From an optimization exercise on the open Yosys and OpenROAD flow, aimed at a short achievable clock period and few clock cycles per item; shortcuts taken in it are not production practice. Function was checked by simulation only, so behaviour that the tests miss may differ from the original.

==> exp/tundra: inputs <==
## rvPipeTop
module rvPipeTop (
    input  logic           clk,
    input  logic           rstN,
    input  rvPkg::wordT    instr,
    output rvPkg::wordT    instrAddr,
    output logic           wbValid,
    output rvPkg::regAddrT wbRd,
    output rvPkg::wordT    wbData
);
==> module decodeStage, before the edit <==
module decodeStage (
    input  logic           clk,
    input  logic           rstN,
    input  rvPkg::wordT    instr,
    input  logic           stall,
    input  rvPkg::wordT    idInstr,
    input  logic           idValid,
    input  logic           exWrites,
    input  logic           exLoad,
    input  rvPkg::regAddrT exRd,
    input  rvPkg::wordT    exResult,
    input  logic           memWrites,
    input  rvPkg::regAddrT memRd,
    input  logic           memLoad,
    input  rvPkg::wordT    memAlu,
    input  rvPkg::wordT    memLoadA,
    input  rvPkg::wordT    memLoadB,
    output logic [1:0]     nextHitMem,
    input  logic [rvPkg::regCount-1:1] wbWe,
    input  rvPkg::wordT    wbValue,
    output logic           idIsLoad,
    output rvPkg::regAddrT idRd,
    output rvPkg::wordT    exOpA,
    output rvPkg::wordT    exOpB,
    output rvPkg::wordT    exStoreData,
    output rvPkg::wordT    exShA,
    output logic [4:0]     exShAmt,
    output logic           exStoreFwd,
    output logic [7:0]     exMemOff,
    output rvPkg::resSelT  exSel,
    output logic           exSraOut,
    output logic           exWritesOut,
    output logic           exLoadOut,
    output logic           exStore,
    output rvPkg::regAddrT exRdOut
);
    localparam int nRegs = rvPkg::regCount;
    rvPkg::wordT    regFile [1:nRegs-1];
    rvPkg::opcodeT  opcode;
    logic [2:0]     funct3;
    rvPkg::regAddrT rd;
    rvPkg::wordT    immI;
    rvPkg::wordT    immS;
    rvPkg::wordT    srcA;
    rvPkg::wordT    srcB;
    rvPkg::wordT    srcBOld;
    rvPkg::resSelT  sel;
    logic           isReg;
    logic           isImm;
    logic           isLoad;
    logic           isStore;
    logic           writes;
    logic           isShift;
    rvPkg::wordT    opB;
    logic           storeHitB;
    logic [1:0]       hitEx;
    logic [1:0]       hitMem;
    logic [1:0]       hitWb;
    logic [nRegs-1:1] rfSel   [2];
    logic [nRegs-1:1] reg1h   [2];
    assign opcode = idInstr[6:0];
    assign funct3 = idInstr[14:12];
    assign rd     = idInstr[11:7];
    assign immI   = {{20{idInstr[31]}}, idInstr[31:20]};
    assign immS   = {{20{idInstr[31]}}, idInstr[31:25], idInstr[11:7]};
    assign isReg   = idValid && opcode == rvPkg::opReg;
    assign isImm   = idValid && opcode == rvPkg::opImm;
    assign isLoad  = idValid && opcode == rvPkg::opLoad;
    assign isStore = idValid && opcode == rvPkg::opStore;
    assign writes  = isReg || isImm || isLoad;
    assign isShift = (isReg || isImm) && funct3[1:0] == 2'b01;
    assign opB     = isReg ? srcB : immI;
    assign idIsLoad = isLoad;
    assign idRd     = rd;
    always_comb begin
        sel = '0;
        case (funct3)
            3'b000: begin
                sel.sub = isReg && idInstr[30];
                sel.add = !(isReg && idInstr[30]);
            end
            3'b001:  sel.sll   = 1'b1;
            3'b101:  sel.sr    = 1'b1;
            3'b110:  sel.orOp  = 1'b1;
            3'b111:  sel.andOp = 1'b1;
            default: sel.add   = 1'b1;
        endcase
    end
    for (genvar f = 0; f < 2; f++) begin : g_src
        rvPkg::regAddrT   rs;
        logic             nz;
        logic             newEx;
        logic             newMem;
        logic             newWb;
        logic [nRegs-1:1] new1h;
        assign rs     = (f == 0) ? instr[19:15] : instr[24:20];
        assign nz     = rs != '0;
        assign newEx  = nz && writes && rd == rs;
        assign newMem = nz && !newEx && exWrites && exRd == rs;
        assign newWb  = nz && !newEx && !newMem && memWrites && memRd == rs;
        for (genvar r = 1; r < nRegs; r++) begin : g_1h
            assign new1h[r] = rs == 5'(r);
        end
        assign nextHitMem[f] = stall ? hitEx[f] : newMem;
        always_ff @(posedge clk) begin
            if (stall) begin
                hitEx[f]  <= 1'b0;
                hitMem[f] <= hitEx[f];
                hitWb[f]  <= hitMem[f];
                rfSel[f]  <= rfSel[f] | (reg1h[f] & {(nRegs-1){hitWb[f]}});
            end else begin
                hitEx[f]  <= newEx;
                hitMem[f] <= newMem;
                hitWb[f]  <= newWb;
                rfSel[f]  <= new1h & {(nRegs-1){!newEx && !newMem && !newWb}};
                reg1h[f]  <= new1h;
            end
        end
    end
    always_ff @(posedge clk) begin
        for (int r = 1; r < nRegs; r++) begin
            if (wbWe[r]) begin
                regFile[r] <= wbValue;
            end
        end
    end
    always_comb begin
        srcA = ({32{hitEx[0]}}  & exResult)
             | ({32{hitMem[0] && !memLoad}} & memAlu) | memLoadA
             | ({32{hitWb[0]}}  & wbValue);
        srcBOld = ({32{hitMem[1] && !memLoad}} & memAlu) | memLoadB
                | ({32{hitWb[1]}}  & wbValue);
        for (int r = 1; r < nRegs; r++) begin
            srcA    = srcA    | ({32{rfSel[0][r]}} & regFile[r]);
            srcBOld = srcBOld | ({32{rfSel[1][r]}} & regFile[r]);
        end
        srcB = ({32{hitEx[1]}} & exResult) | srcBOld;
    end
    assign storeHitB = hitEx[1];
    always_ff @(posedge clk) begin
        if (!rstN || stall) begin
            exWritesOut <= 1'b0;
            exLoadOut   <= 1'b0;
            exStore     <= 1'b0;
        end else begin
            exWritesOut <= writes;
            exLoadOut   <= isLoad;
            exStore     <= isStore;
        end
        exOpA       <= srcA;
        exOpB       <= opB;
        exShA       <= isShift ? srcA : '0;
        exShAmt     <= isShift ? opB[4:0] : '0;
        exStoreData <= srcBOld;
        exStoreFwd  <= storeHitB;
        exMemOff    <= isStore ? immS[7:0] : immI[7:0];
        exSel       <= sel;
        exSraOut    <= idInstr[30];
        exRdOut     <= rd;
    end
endmodule
Settings: LEC_CHECK=0, CAP_MARGIN=20, CORE_MARGIN=2, CORE_UTILIZATION=45, SETUP_SLACK_MARGIN=3.0, SLEW_MARGIN=20, TNS_END_PERCENT=5; clock period 5.8 ns.
standard.sh (not shown) runs the stock make flow with config.mk's settings and CLKGATE_MAP_FILE= SYNTH_SCRIPT=/design/flow/synth_recipe.tcl, a recipe that flattens the netlist after the stock synthesis.
==> flow/flow/run.sh <==
#!/bin/bash
# The standard flow's own layout with two changes after the standard synthesis: the port
# buffers are buf_8 instead of what buffer_ports picks by default, and the
# resizer may change a cell's drive strength (MATCH_CELL_FOOTPRINT=0), which
# the platform's config otherwise forbids. Each step's output goes to a log
# of its own here; ORFS keeps its per-stage logs under orfs/logs.
set -euo pipefail

# the standard synthesis, unchanged
bash standard.sh synth > synth_run.log 2>&1

# the rest of the standard flow's layout, with the two extra make variables
sed -e "s|CLKGATE_MAP_FILE= |CLKGATE_MAP_FILE= MATCH_CELL_FOOTPRINT=0 'BUFFER_PORTS_ARGS=-buffer_cell sky130_fd_sc_hd__buf_8' |" \
    standard.sh > layout.sh
grep -q "MATCH_CELL_FOOTPRINT=0" layout.sh
bash layout.sh finish > layout_run.log 2>&1
test -s out/final.def
==> exp/sierra: changes against exp/tundra <==
--- a/flow/design.v
+++ b/flow/design.v
@@ -74,21 +74,17 @@
     input  rvPkg::wordT    idInstr,
     input  logic           idValid,
     input  logic           exWrites,
     input  logic           exLoad,
     input  rvPkg::regAddrT exRd,
     input  rvPkg::wordT    exResult,
     input  logic           memWrites,
     input  rvPkg::regAddrT memRd,
-    input  logic           memLoad,
-    input  rvPkg::wordT    memAlu,
-    input  rvPkg::wordT    memLoadA,
-    input  rvPkg::wordT    memLoadB,
-    output logic [1:0]     nextHitMem,
+    input  rvPkg::wordT    memResult,
     input  logic [rvPkg::regCount-1:1] wbWe,
     input  rvPkg::wordT    wbValue,
     output logic           idIsLoad,
     output rvPkg::regAddrT idRd,
     output rvPkg::wordT    exOpA,
     output rvPkg::wordT    exOpB,
     output rvPkg::wordT    exStoreData,
     output rvPkg::wordT    exShA,
@@ -106,26 +102,25 @@
     rvPkg::wordT    regFile [1:nRegs-1];
     rvPkg::opcodeT  opcode;
     logic [2:0]     funct3;
     rvPkg::regAddrT rd;
     rvPkg::wordT    immI;
     rvPkg::wordT    immS;
     rvPkg::wordT    srcA;
     rvPkg::wordT    srcB;
-    rvPkg::wordT    srcBOld;
     rvPkg::resSelT  sel;
     logic           isReg;
     logic           isImm;
     logic           isLoad;
     logic           isStore;
     logic           writes;
     logic           isShift;
     rvPkg::wordT    opB;
-    logic           storeHitB;
+    logic           loadHitB;
     logic [1:0]       hitEx;
     logic [1:0]       hitMem;
     logic [1:0]       hitWb;
     logic [nRegs-1:1] rfSel   [2];
     logic [nRegs-1:1] reg1h   [2];
     assign opcode = idInstr[6:0];
     assign funct3 = idInstr[14:12];
     assign rd     = idInstr[11:7];
@@ -164,17 +159,16 @@
         assign rs     = (f == 0) ? instr[19:15] : instr[24:20];
         assign nz     = rs != '0;
         assign newEx  = nz && writes && rd == rs;
         assign newMem = nz && !newEx && exWrites && exRd == rs;
         assign newWb  = nz && !newEx && !newMem && memWrites && memRd == rs;
         for (genvar r = 1; r < nRegs; r++) begin : g_1h
             assign new1h[r] = rs == 5'(r);
         end
-        assign nextHitMem[f] = stall ? hitEx[f] : newMem;
         always_ff @(posedge clk) begin
             if (stall) begin
                 hitEx[f]  <= 1'b0;
                 hitMem[f] <= hitEx[f];
                 hitWb[f]  <= hitMem[f];
                 rfSel[f]  <= rfSel[f] | (reg1h[f] & {(nRegs-1){hitWb[f]}});
             end else begin
                 hitEx[f]  <= newEx;
@@ -189,43 +183,43 @@
         for (int r = 1; r < nRegs; r++) begin
             if (wbWe[r]) begin
                 regFile[r] <= wbValue;
             end
         end
     end
     always_comb begin
         srcA = ({32{hitEx[0]}}  & exResult)
-             | ({32{hitMem[0] && !memLoad}} & memAlu) | memLoadA
+             | ({32{hitMem[0]}} & memResult)
              | ({32{hitWb[0]}}  & wbValue);
-        srcBOld = ({32{hitMem[1] && !memLoad}} & memAlu) | memLoadB
-                | ({32{hitWb[1]}}  & wbValue);
+        srcB = ({32{hitEx[1]}}  & exResult)
+             | ({32{hitMem[1]}} & memResult)
+             | ({32{hitWb[1]}}  & wbValue);
         for (int r = 1; r < nRegs; r++) begin
-            srcA    = srcA    | ({32{rfSel[0][r]}} & regFile[r]);
-            srcBOld = srcBOld | ({32{rfSel[1][r]}} & regFile[r]);
+            srcA = srcA | ({32{rfSel[0][r]}} & regFile[r]);
+            srcB = srcB | ({32{rfSel[1][r]}} & regFile[r]);
         end
-        srcB = ({32{hitEx[1]}} & exResult) | srcBOld;
     end
-    assign storeHitB = hitEx[1];
+    assign loadHitB = exLoad && hitEx[1];
     always_ff @(posedge clk) begin
         if (!rstN || stall) begin
             exWritesOut <= 1'b0;
             exLoadOut   <= 1'b0;
             exStore     <= 1'b0;
         end else begin
             exWritesOut <= writes;
             exLoadOut   <= isLoad;
             exStore     <= isStore;
         end
         exOpA       <= srcA;
         exOpB       <= opB;
         exShA       <= isShift ? srcA : '0;
         exShAmt     <= isShift ? opB[4:0] : '0;
-        exStoreData <= srcBOld;
-        exStoreFwd  <= storeHitB;
+        exStoreData <= srcB;
+        exStoreFwd  <= loadHitB;
         exMemOff    <= isStore ? immS[7:0] : immI[7:0];
         exSel       <= sel;
         exSraOut    <= idInstr[30];
         exRdOut     <= rd;
     end
 endmodule
 `timescale 1ns/1ps
 module executeStage (
@@ -247,21 +241,17 @@
     output rvPkg::wordT    exResult,
     output logic           memWrites,
     output logic           memLoad,
     output logic           memStore,
     output logic           memStoreFwd,
     output rvPkg::regAddrT memRd,
     output rvPkg::wordT    memAlu,
     output rvPkg::wordT    memStoreData,
-    input  logic [1:0]     nextHitMem,
-    output logic [rvPkg::dmemWords-1:0] memRowSt,
-    output logic [rvPkg::dmemWords-1:0] memRowLd,
-    output logic [rvPkg::dmemWords-1:0] memRowA,
-    output logic [rvPkg::dmemWords-1:0] memRowB
+    output logic [rvPkg::dmemWords-1:0] memRow
 );
     rvPkg::wordT sum;
     rvPkg::wordT diff;
     rvPkg::wordT shl;
     rvPkg::wordT shr;
     logic [32:0] shrIn;
     logic [7:0]  a;
     logic [7:0]  b;
@@ -308,68 +298,56 @@
             memWrites <= exWrites;
             memLoad   <= exLoad;
             memStore  <= exStore;
         end
         memStoreFwd  <= exStoreFwd;
         memRd        <= exRd;
         memAlu       <= exResult;
         memStoreData <= exStoreData;
-        memRowSt     <= row & {rvPkg::dmemWords{exStore}};
-        memRowLd     <= row & {rvPkg::dmemWords{exLoad}};
-        memRowA      <= row & {rvPkg::dmemWords{exLoad && nextHitMem[0]}};
-        memRowB      <= row & {rvPkg::dmemWords{exLoad && nextHitMem[1]}};
+        memRow       <= row;
     end
 endmodule
 `timescale 1ns/1ps
 module memWriteback (
     input  logic           clk,
     input  logic           rstN,
     input  logic           memWrites,
     input  logic           memLoad,
     input  logic           memStore,
     input  logic           memStoreFwd,
     input  rvPkg::regAddrT memRd,
     input  rvPkg::wordT    memAlu,
     input  rvPkg::wordT    memStoreData,
-    input  logic [rvPkg::dmemWords-1:0] memRowSt,
-    input  logic [rvPkg::dmemWords-1:0] memRowLd,
-    input  logic [rvPkg::dmemWords-1:0] memRowA,
-    input  logic [rvPkg::dmemWords-1:0] memRowB,
-    output rvPkg::wordT    memLoadA,
-    output rvPkg::wordT    memLoadB,
+    input  logic [rvPkg::dmemWords-1:0] memRow,
+    output rvPkg::wordT    memResult,
     output logic [rvPkg::regCount-1:1] wbWe,
     output rvPkg::wordT    wbValue,
     output logic           wbValid,
     output rvPkg::regAddrT wbRd,
     output rvPkg::wordT    wbData
 );
     rvPkg::wordT dmem [rvPkg::dmemWords];
     rvPkg::wordT loadData;
-    rvPkg::wordT memResult;
     rvPkg::wordT storeData;
     assign storeData = memStoreFwd ? wbValue : memStoreData;
     always_ff @(posedge clk) begin
         for (int k = 0; k < rvPkg::dmemWords; k++) begin
-            if (memRowSt[k]) begin
+            if (memStore && memRow[k]) begin
                 dmem[k] <= storeData;
             end
         end
     end
     always_comb begin
         loadData = '0;
-        memLoadA = '0;
-        memLoadB = '0;
         for (int k = 0; k < rvPkg::dmemWords; k++) begin
-            loadData = loadData | ({32{memRowLd[k]}} & dmem[k]);
-            memLoadA = memLoadA | ({32{memRowA[k]}} & dmem[k]);
-            memLoadB = memLoadB | ({32{memRowB[k]}} & dmem[k]);
+            loadData = loadData | ({32{memRow[k]}} & dmem[k]);
         end
     end
-    assign memResult = loadData | ({32{!memLoad}} & memAlu);
+    assign memResult = memLoad ? loadData : memAlu;
     always_ff @(posedge clk) begin
         if (!rstN) begin
             wbValid  <= 1'b0;
             wbWe     <= '0;
         end else begin
             wbValid  <= memWrites && memRd != '0;
             for (int r = 1; r < rvPkg::regCount; r++) begin
                 wbWe[r] <= memWrites && memRd == 5'(r);
@@ -409,23 +387,18 @@
     rvPkg::wordT    exResult;
     logic           memWrites;
     logic           memLoad;
     logic           memStore;
     logic           memStoreFwd;
     rvPkg::regAddrT memRd;
     rvPkg::wordT    memAlu;
     rvPkg::wordT    memStoreData;
-    logic [rvPkg::dmemWords-1:0] memRowSt;
-    logic [rvPkg::dmemWords-1:0] memRowLd;
-    logic [rvPkg::dmemWords-1:0] memRowA;
-    logic [rvPkg::dmemWords-1:0] memRowB;
-    rvPkg::wordT    memLoadA;
-    rvPkg::wordT    memLoadB;
-    logic [1:0]     nextHitMem;
+    logic [rvPkg::dmemWords-1:0] memRow;
+    rvPkg::wordT    memResult;
     logic           idIsLoad;
     rvPkg::regAddrT idRd;
     logic [rvPkg::regCount-1:1] wbWe;
     rvPkg::wordT    wbValue;
     fetchStage i_fetchStage (
         .clk       (clk),
         .rstN      (rstN),
         .instr     (instr),
@@ -443,21 +416,17 @@
         .idInstr     (idInstr),
         .idValid     (idValid),
         .exWrites    (exWrites),
         .exLoad      (exLoad),
         .exRd        (exRd),
         .exResult    (exResult),
         .memWrites   (memWrites),
         .memRd       (memRd),
-        .memLoad     (memLoad),
-        .memAlu      (memAlu),
-        .memLoadA    (memLoadA),
-        .memLoadB    (memLoadB),
-        .nextHitMem  (nextHitMem),
+        .memResult   (memResult),
         .wbWe        (wbWe),
         .wbValue     (wbValue),
         .stall       (stall),
         .idIsLoad    (idIsLoad),
         .idRd        (idRd),
         .exOpA       (exOpA),
         .exOpB       (exOpB),
         .exStoreData (exStoreData),
@@ -491,37 +460,29 @@
         .exResult     (exResult),
         .memWrites    (memWrites),
         .memLoad      (memLoad),
         .memStore     (memStore),
         .memStoreFwd  (memStoreFwd),
         .memRd        (memRd),
         .memAlu       (memAlu),
         .memStoreData (memStoreData),
-        .nextHitMem   (nextHitMem),
-        .memRowSt     (memRowSt),
-        .memRowLd     (memRowLd),
-        .memRowA      (memRowA),
-        .memRowB      (memRowB)
+        .memRow       (memRow)
     );
     memWriteback i_memWriteback (
         .clk          (clk),
         .rstN         (rstN),
         .memWrites    (memWrites),
         .memLoad      (memLoad),
         .memStore     (memStore),
         .memStoreFwd  (memStoreFwd),
         .memRd        (memRd),
         .memAlu       (memAlu),
         .memStoreData (memStoreData),
-        .memRowSt     (memRowSt),
-        .memRowLd     (memRowLd),
-        .memRowA      (memRowA),
-        .memRowB      (memRowB),
-        .memLoadA     (memLoadA),
-        .memLoadB     (memLoadB),
+        .memRow       (memRow),
+        .memResult    (memResult),
         .wbWe         (wbWe),
         .wbValue      (wbValue),
         .wbValid      (wbValid),
         .wbRd         (wbRd),
         .wbData       (wbData)
     );
 endmodule
==> flow/flow/run.sh (replaced) <==
#!/bin/bash
# The standard flow's own layout with three changes after the standard synthesis: the
# port buffers are buf_8 instead of what buffer_ports picks by default, the
# resizer may change a cell's drive strength (MATCH_CELL_FOOTPRINT=0), which
# the platform's config otherwise forbids, and slew and capacitance are
# repaired once more at the end of global routing (flow/post_grt.tcl). Each
# step's output goes to a log of its own here; ORFS keeps its per-stage logs
# under orfs/logs.
set -euo pipefail

# the standard synthesis, unchanged
bash standard.sh synth > synth_run.log 2>&1

export POST_GLOBAL_ROUTE_TCL="$PWD/flow/post_grt.tcl"

# the rest of the standard flow's layout, with the extra make variables
sed -e "s|CLKGATE_MAP_FILE= |CLKGATE_MAP_FILE= MATCH_CELL_FOOTPRINT=0 'BUFFER_PORTS_ARGS=-buffer_cell sky130_fd_sc_hd__buf_8' 'POST_GLOBAL_ROUTE_TCL=$POST_GLOBAL_ROUTE_TCL' |" \
    standard.sh > layout.sh
grep -q "MATCH_CELL_FOOTPRINT=0" layout.sh
bash layout.sh finish > layout_run.log 2>&1
test -s out/final.def
==> flow/flow/post_grt.tcl (new file) <==
# Runs at the end of global routing, before 5_1_grt.odb is written. Timing
# repair (gate cloning in particular) can leave a net over the slew or
# capacitance limit; fix those again, legalize what moved and reroute it.
if {[catch {
  estimate_parasitics -global_routing
  repair_design -slew_margin 30 -cap_margin 30 -verbose
  global_route -start_incremental
  detailed_placement
  global_route -end_incremental
  estimate_parasitics -global_routing
  report_check_types -max_slew -max_capacitance -violators
} err]} {
  puts "post_grt.tcl: $err"
}
==> flow/config.mk (replaced) <==
export PLATFORM = sky130hd
export DESIGN_NAME = rvPipeTop
export DESIGN_NICKNAME = rvPipeTop
export VERILOG_FILES = /design/flow/design.v
export SDC_FILE = /design/flow/constraint.sdc
export NUM_CORES = 4
export LEC_CHECK = 0
export CAP_MARGIN = 30
export CORE_MARGIN = 2
export CORE_UTILIZATION = 45
export SETUP_SLACK_MARGIN = 3.0
export SLEW_MARGIN = 30
export TNS_END_PERCENT = 5
==> exp/pepper: changes against exp/tundra <==
--- a/flow/design.v
+++ b/flow/design.v
@@ -106,26 +106,25 @@
     rvPkg::wordT    regFile [1:nRegs-1];
     rvPkg::opcodeT  opcode;
     logic [2:0]     funct3;
     rvPkg::regAddrT rd;
     rvPkg::wordT    immI;
     rvPkg::wordT    immS;
     rvPkg::wordT    srcA;
     rvPkg::wordT    srcB;
-    rvPkg::wordT    srcBOld;
     rvPkg::resSelT  sel;
     logic           isReg;
     logic           isImm;
     logic           isLoad;
     logic           isStore;
     logic           writes;
     logic           isShift;
     rvPkg::wordT    opB;
-    logic           storeHitB;
+    logic           loadHitB;
     logic [1:0]       hitEx;
     logic [1:0]       hitMem;
     logic [1:0]       hitWb;
     logic [nRegs-1:1] rfSel   [2];
     logic [nRegs-1:1] reg1h   [2];
     assign opcode = idInstr[6:0];
     assign funct3 = idInstr[14:12];
     assign rd     = idInstr[11:7];
@@ -191,41 +190,41 @@
                 regFile[r] <= wbValue;
             end
         end
     end
     always_comb begin
         srcA = ({32{hitEx[0]}}  & exResult)
              | ({32{hitMem[0] && !memLoad}} & memAlu) | memLoadA
              | ({32{hitWb[0]}}  & wbValue);
-        srcBOld = ({32{hitMem[1] && !memLoad}} & memAlu) | memLoadB
-                | ({32{hitWb[1]}}  & wbValue);
+        srcB = ({32{hitEx[1]}}  & exResult)
+             | ({32{hitMem[1] && !memLoad}} & memAlu) | memLoadB
+             | ({32{hitWb[1]}}  & wbValue);
         for (int r = 1; r < nRegs; r++) begin
-            srcA    = srcA    | ({32{rfSel[0][r]}} & regFile[r]);
-            srcBOld = srcBOld | ({32{rfSel[1][r]}} & regFile[r]);
+            srcA = srcA | ({32{rfSel[0][r]}} & regFile[r]);
+            srcB = srcB | ({32{rfSel[1][r]}} & regFile[r]);
         end
-        srcB = ({32{hitEx[1]}} & exResult) | srcBOld;
     end
-    assign storeHitB = hitEx[1];
+    assign loadHitB = exLoad && hitEx[1];
     always_ff @(posedge clk) begin
         if (!rstN || stall) begin
             exWritesOut <= 1'b0;
             exLoadOut   <= 1'b0;
             exStore     <= 1'b0;
         end else begin
             exWritesOut <= writes;
             exLoadOut   <= isLoad;
             exStore     <= isStore;
         end
         exOpA       <= srcA;
         exOpB       <= opB;
         exShA       <= isShift ? srcA : '0;
         exShAmt     <= isShift ? opB[4:0] : '0;
-        exStoreData <= srcBOld;
-        exStoreFwd  <= storeHitB;
+        exStoreData <= srcB;
+        exStoreFwd  <= loadHitB;
         exMemOff    <= isStore ? immS[7:0] : immI[7:0];
         exSel       <= sel;
         exSraOut    <= idInstr[30];
         exRdOut     <= rd;
     end
 endmodule
 `timescale 1ns/1ps
 module executeStage (
==> flow/config.mk (replaced) <==
export PLATFORM = sky130hd
export DESIGN_NAME = rvPipeTop
export DESIGN_NICKNAME = rvPipeTop
export VERILOG_FILES = /design/flow/design.v
export SDC_FILE = /design/flow/constraint.sdc
export NUM_CORES = 4
export LEC_CHECK = 0
export CAP_MARGIN = 20
export CORE_MARGIN = 2
export CORE_UTILIZATION = 60
export SETUP_SLACK_MARGIN = 3.0
export SLEW_MARGIN = 20
export TNS_END_PERCENT = 5
==> run notes <==
|  | exp/sierra | exp/pepper | exp/tundra |
|---|---|---|---|
| Post-synthesis average cell area | 15.5 um2 | 13.7 um2 | 13.7 um2 |
| Complex-gate fraction of the synthesized area | 0.149 | 0.230 | 0.230 |
| Run status | timing/DRC/antenna clean | stopped before the end | stopped before the end |
| Stage where the flow stopped | - | global routing (5_1_grt) | global routing (5_1_grt) |
| Placed instance count | 13200 | 15800 | 17100 |
| Num CTS Buffers | 374 | 388 | 412 |
| Post-synthesis share of cell area spent on xor and xnor gates | 0.00608 | 0.00517 | 0.00517 |
| Chip width | 564 um | 533 um | 615 um |
| Row count | 205 | 194 | 224 |
| Detailed-placement wirelength estimate | 412000 um | 871000 um | 998000 um |
| Post-synthesis sequential area ratio | 0.740 | 0.646 | 0.646 |
| Effective utilization at floorplan | 0.452 | 0.602 | 0.451 |
| Register bit count reported by yosys | 3654 | 3845 | 3845 |
| Post-cts gate resize count | 551 | 361 | 779 |
| Final Wtd Congestion | 0.996 | 1.44 | 1.28 |
| Pre-CTS setup slack | 1180 ps | 931 ps | 1540 ps |
| Adder-cell area share of the yosys netlist | 0.00977 | 0.00822 | 0.00822 |
| Synthesized cell area | 0.141 mm2 | 0.168 mm2 | 0.168 mm2 |
| Die boundary height | 564 um | 533 um | 615 um |
| Simple-gate share of the synthesized area | 0.0566 | 0.0655 | 0.0671 |
Testbench counts of exp/tundra, summed over its fixed seeds: cycles 16,452, items 15,920.
Testbench counts of exp/sierra, summed over its fixed seeds: cycles 16,452, items 15,920.
Testbench counts of exp/pepper, summed over its fixed seeds: cycles 16,452, items 15,920.

afterwards: timing with drivers on the ports:
How much do the figures lean on ideal ports? The routed layout below was timed once more, with nothing changed but the port constraints. Step 1, drivers: a clkbuf_16 drives clk and a buf_2 each remaining input, both assumed. Step 2 moves the port delays by t, midway between the first and last clock arrival at a register: inputs arrive t later, outputs are due t later. That takes back most of the time a late clock gives input paths. Three values: ideal, step 1, step 2; two values: the first two.
run: exp/sierra
t (ns): 1.098
slack for setup (ns): 2.317 / 2.317 / 2.317
hold WS [ns]: 0.297 / 0.283 / 0.297
After both steps setup and hold are still met in exp/sierra. The setup slack of exp/sierra moves by 0.000 ns with the drivers and by 0.000 ns with both steps.
